This is an optimization exercise on Yosys and OpenROAD, whose aim is small area, a short achievable clock period and few clock cycles, not a production implementation. Only simulation tests tie the RTL to the original design; equivalence was not proved. Power is estimated from default activity; no workload was simulated.

==> flow/design.v (excerpt) <==
module servo_bus_status_frame_parser_core (
    input  logic                            i_clk,
    input  logic                            i_rst_n,
    input  logic                            i_cfg_we,
    input  logic [sbsp_pkg::CFG_IDX_W-1:0]  i_cfg_idx,
    input  logic [sbsp_pkg::CFG_DATA_W-1:0] i_cfg_data,
    input  logic                            i_rx_valid,
    output logic                            o_rx_ready,
    input  logic [sbsp_pkg::BYTE_W-1:0]     i_rx_byte,
    output logic                            o_res_valid,
    input  logic                            i_res_ready,
    output logic [1:0]                      o_res_status,
    output logic [sbsp_pkg::BYTE_W-1:0]     o_res_servo_id,
    output logic [sbsp_pkg::BYTE_W-1:0]     o_res_error_byte,
    output logic                            o_res_data_valid,
    output logic [sbsp_pkg::BYTE_W-1:0]     o_res_data_byte,
    output logic [sbsp_pkg::PAR_W-1:0]      o_res_data_index,
    output logic                            o_res_last
);
Size in the first run: about 1800 cells after synthesis, ~670 flip-flops.
Settings: LEC_CHECK=0, CAP_MARGIN=20, CORE_MARGIN=2, CORE_UTILIZATION=40, PLACE_DENSITY=0.6, SETUP_SLACK_MARGIN=2.6, SLEW_MARGIN=20; clock period 5.0 ns.
run.sh (not shown) runs the stock make flow with config.mk's settings and CLKGATE_MAP_FILE= SYNTH_SCRIPT=/design/flow/synth_recipe.tcl, a recipe that flattens the netlist after the stock synthesis.
The first run produced a clean layout.
Testbench counts at the start, summed over its fixed seeds: cycles 43,404.
==> next run, changes <==
CTS_BUF_LIST = sky130_fd_sc_hd__clkbuf_8   (was default)
CTS_CLUSTER_SIZE = 30   (was default)
SETUP_SLACK_MARGIN = 3.0   (was 2.6)
Worst setup slack improved by 0.032 ns.
Clock-buffer cell count grows by 23.
Combinational power grows by 18%.
Synthesized cell count is unchanged.
Register-to-register slack improved by 0.03 ns.

Starting RTL as in the previous note.
clock: 5.0 ns
lec_check: 0
cap_margin: 20
core_margin: 2
core_utilization: 40
place_density: 0.6
setup_slack_margin: 3.0
slew_margin: 20
The starting point completed with no timing, DRC or antenna violations.
Testbench counts at the start, summed over its fixed seeds: cycles 43,404.
Next try:
==> flow/flow/run.sh (new file) <==
#!/bin/bash
# The standard layout, with the port buffers made from buf_2 cells instead of the
# slower cells buffer_ports picks by itself. Each tool's full output goes to its own log.
set -euo pipefail
bash standard.sh BUFFER_PORTS_ARGS="-buffer_cell sky130_fd_sc_hd__buf_2" finish > standard_flow.log 2>&1
==> flow/standard.sh (new file) <==
#!/bin/bash
# synth_recipe.tcl (not shown) runs the flow's synth.tcl, then flattens the netlist and writes it again
# the make line also repeats each setting of config.mk as NAME=value (left out here)
make -C /OpenROAD-flow-scripts/flow DESIGN_CONFIG=/design/flow/config.mk WORK_HOME=/design/flow/orfs CLKGATE_MAP_FILE= SYNTH_SCRIPT=/design/flow/synth_recipe.tcl "${@:-finish}"
removed: flow/run.sh
Effect:
- synthesized cell count is unchanged
- global-route usage came out lower by 0.27 points
- setup slack is worse by 0.028 ns

servo_bus_status_frame_parser_core, a different RTL version from the one above (not shown whole).
For scale: ~1800 cells after synthesis, roughly 670 flip-flops.
Design servo_bus_status_frame_parser_core, start of the top module:
module servo_bus_status_frame_parser_core (
    input  logic                            i_clk,
    input  logic                            i_rst_n,
    input  logic                            i_cfg_we,
    input  logic [sbsp_pkg::CFG_IDX_W-1:0]  i_cfg_idx,
    input  logic [sbsp_pkg::CFG_DATA_W-1:0] i_cfg_data,
    input  logic                            i_rx_valid,
    output logic                            o_rx_ready,
    input  logic [sbsp_pkg::BYTE_W-1:0]     i_rx_byte,
    output logic                            o_res_valid,
    input  logic                            i_res_ready,
    output logic [1:0]                      o_res_status,
    output logic [sbsp_pkg::BYTE_W-1:0]     o_res_servo_id,
    output logic [sbsp_pkg::BYTE_W-1:0]     o_res_error_byte,
    output logic                            o_res_data_valid,
    output logic [sbsp_pkg::BYTE_W-1:0]     o_res_data_byte,
    output logic [sbsp_pkg::PAR_W-1:0]      o_res_data_index,
    output logic                            o_res_last
);
export LEC_CHECK = 0
export CAP_MARGIN = 20
export CORE_MARGIN = 2
export CORE_UTILIZATION = 40
export CTS_CLUSTER_DIAMETER = 100
export CTS_CLUSTER_SIZE = 24
export PLACE_DENSITY = 0.6
export SETUP_SLACK_MARGIN = 3.25
export SLEW_MARGIN = 20
create_clock -name core_clock -period 5.0 [get_ports {i_clk}]
standard.sh (not shown) runs the stock make flow with config.mk's settings and CLKGATE_MAP_FILE= SYNTH_SCRIPT=/design/flow/synth_recipe.tcl, a recipe that flattens the netlist after the stock synthesis.
==> flow/flow/run.sh <==
#!/bin/bash
# The standard layout, with the port buffers made from buf_2 cells instead of the
# slower cells buffer_ports picks by itself. Each tool's full output goes to its own log.
set -euo pipefail
bash standard.sh BUFFER_PORTS_ARGS="-buffer_cell sky130_fd_sc_hd__buf_2" finish > standard_flow.log 2>&1
The first run produced a clean layout.
Testbench counts at the start, summed over its fixed seeds: cycles 43,404.
==> next run, changes <==
SETUP_SLACK_MARGIN = 3.0   (was 3.25)
The changed run finished clean.
Clock power increases by about 2%.
Die area is unchanged.
Area after synthesis stays the same.
Clock-buffer cell count increases by 2.
Worst hold slack got worse by 0.0091 ns.
Maximum frequency increases by 2.4%.
Via count decreases by 2.7%.
Sequential share of layout area increases by 3.4 points.
Total power decreases by 4.1%.
Non-clock buffer count decreases by 105.
Clock skew increases by 0.013 ns.

## run 1
servo_bus_status_frame_parser_core, a different RTL version from the one above (not shown whole).
Size: ~2,300 cells after synthesis, about 640 flip-flops, ~58 I/O pins, ~0.026 sq mm of cells after synthesis.
// servo_bus_status_frame_parser_core
module servo_bus_status_frame_parser_core (
    input  logic                            i_clk,
    input  logic                            i_rst_n,
    input  logic                            i_cfg_we,
    input  logic [sbsp_pkg::CFG_IDX_W-1:0]  i_cfg_idx,
    input  logic [sbsp_pkg::CFG_DATA_W-1:0] i_cfg_data,
    input  logic                            i_rx_valid,
    output logic                            o_rx_ready,
    input  logic [sbsp_pkg::BYTE_W-1:0]     i_rx_byte,
    output logic                            o_res_valid,
    input  logic                            i_res_ready,
    output logic [1:0]                      o_res_status,
    output logic [sbsp_pkg::BYTE_W-1:0]     o_res_servo_id,
    output logic [sbsp_pkg::BYTE_W-1:0]     o_res_error_byte,
    output logic                            o_res_data_valid,
    output logic [sbsp_pkg::BYTE_W-1:0]     o_res_data_byte,
    output logic [sbsp_pkg::PAR_W-1:0]      o_res_data_index,
    output logic                            o_res_last
);
    localparam int QD = 3;                  
    localparam int QW = 2;
  ...
Settings: LEC_CHECK=0, ABC_AREA=1, CAP_MARGIN=20, CORE_MARGIN=2, CORE_UTILIZATION=40, CTS_CLUSTER_DIAMETER=100, CTS_CLUSTER_SIZE=24, PLACE_DENSITY=0.6, SETUP_SLACK_MARGIN=3.0, SLEW_MARGIN=20; clock period 5.0 ns.
Scripts as last shown in full above: flow/flow/run.sh
Run 1 did not stop at any stage, and its layout met the timing, DRC and antenna checks.
Testbench counts of run 1, summed over its fixed seeds: cycles 43,520.
## Diff of input files: run 2 against run 1
# run 1
export LEC_CHECK = 0
export ABC_AREA = 1
export CAP_MARGIN = 20
export CORE_MARGIN = 2
export CORE_UTILIZATION = 40
export CTS_CLUSTER_DIAMETER = 100
export CTS_CLUSTER_SIZE = 24
export PLACE_DENSITY = 0.6
export SETUP_SLACK_MARGIN = 3.0
export SLEW_MARGIN = 20
create_clock -name core_clock -period 5.0 [get_ports {i_clk}]
# run 2
export LEC_CHECK = 0
export CAP_MARGIN = 20
export CORE_MARGIN = 2
export CORE_UTILIZATION = 40
export CTS_CLUSTER_DIAMETER = 100
export CTS_CLUSTER_SIZE = 24
export PLACE_DENSITY = 0.6
export SETUP_SLACK_MARGIN = 3.1
export SLEW_MARGIN = 20
create_clock -name core_clock -period 5.0 [get_ports {i_clk}]
--- outcome ---
Run 2 went all the way through synthesis, placement and routing and the layout is clean on timing, DRC and antenna.
Cmp run 2 vs run 1: vias after detailed routing lower in run 2
Run 2 and run 1 ended up with nearly the same worst hold-check slack.
Between run 2 and run 1, the count of buffers not belonging to the clock network in the layout is lower for run 1.
Summary of the comparison: initial antenna violation count is higher in run 2, relative to run 1.
Between run 2 and run 1, the share of the clock period used by the worst path is higher for run 2.
Run 2 ends up with a worst setup margin that is 0.043 ns lower than in run 1.
Relative to run 2, the following input files were edited for run 3:
# run 2
export LEC_CHECK = 0
export CAP_MARGIN = 20
export CORE_MARGIN = 2
export CORE_UTILIZATION = 40
export CTS_CLUSTER_DIAMETER = 100
export CTS_CLUSTER_SIZE = 24
export PLACE_DENSITY = 0.6
export SETUP_SLACK_MARGIN = 3.1
export SLEW_MARGIN = 20
create_clock -name core_clock -period 5.0 [get_ports {i_clk}]
# run 3
export LEC_CHECK = 0
export ABC_CLOCK_PERIOD_IN_PS = 2000
export CAP_MARGIN = 20
export CORE_MARGIN = 2
export CORE_UTILIZATION = 40
export CTS_CLUSTER_DIAMETER = 100
export CTS_CLUSTER_SIZE = 24
export PLACE_DENSITY = 0.6
export SETUP_SLACK_MARGIN = 3.0
export SLEW_MARGIN = 20
create_clock -name core_clock -period 5.0 [get_ports {i_clk}]
==> results.txt <==
Routed wire length: run 3 < run 2
Summary — fmax, run 3 relative to run 2: higher, by 18 MHz.
Amount of wire on met3 after detailed routing ends up higher on run 2.
In the tables for run 3 and run 2, total power reads lower with run 3.
Density: run 3 sparser than run 2

-- what the ideal ports hide --
How much do the figures lean on ideal ports? The routed layouts below were timed once more, with nothing changed but the port constraints. Step 1 assumes that a clkbuf_16 drives the clock port and a buf_2 every other input. Step 2 also shifts input and output timing later by t, the mid clock arrival at the registers, as if the neighbouring blocks saw the same clock. Three values: no drivers, after step 1, after step 2; two values: the first two.
run | t, ns | setup slack, ns | worst setup path at the end
the first run of note 1 | 0.663 | 2.706 / 2.665 / 2.178 | input to register
the second run of note 1 | 0.760 | 2.738 / 2.693 / 2.278 | input to register
the first run of note 2 | 0.676 | 2.839 / 2.780 / 2.262 | input to register
the second run of note 2 | 0.657 | 2.810 / 2.808 / 2.275 | input to register
the first run of note 3 | 0.628 | 2.746 / 2.690 / 2.518 | input to register
the second run of note 3 | 0.634 | 2.798 / 2.737 / 2.498 | input to register
run 1 | 0.680 | 2.771 / 2.771 / 2.591 | input to register
run 2 | 0.692 | 2.728 / 2.670 / 2.588 | input to register
run 3 | 0.669 | 2.818 / 2.759 / 2.553 | input to register
After both steps setup and hold are still met in every run listed. The setup slack of the first run of note 2, which loses most, moves by -0.059 ns with the drivers and by -0.577 ns with both steps.
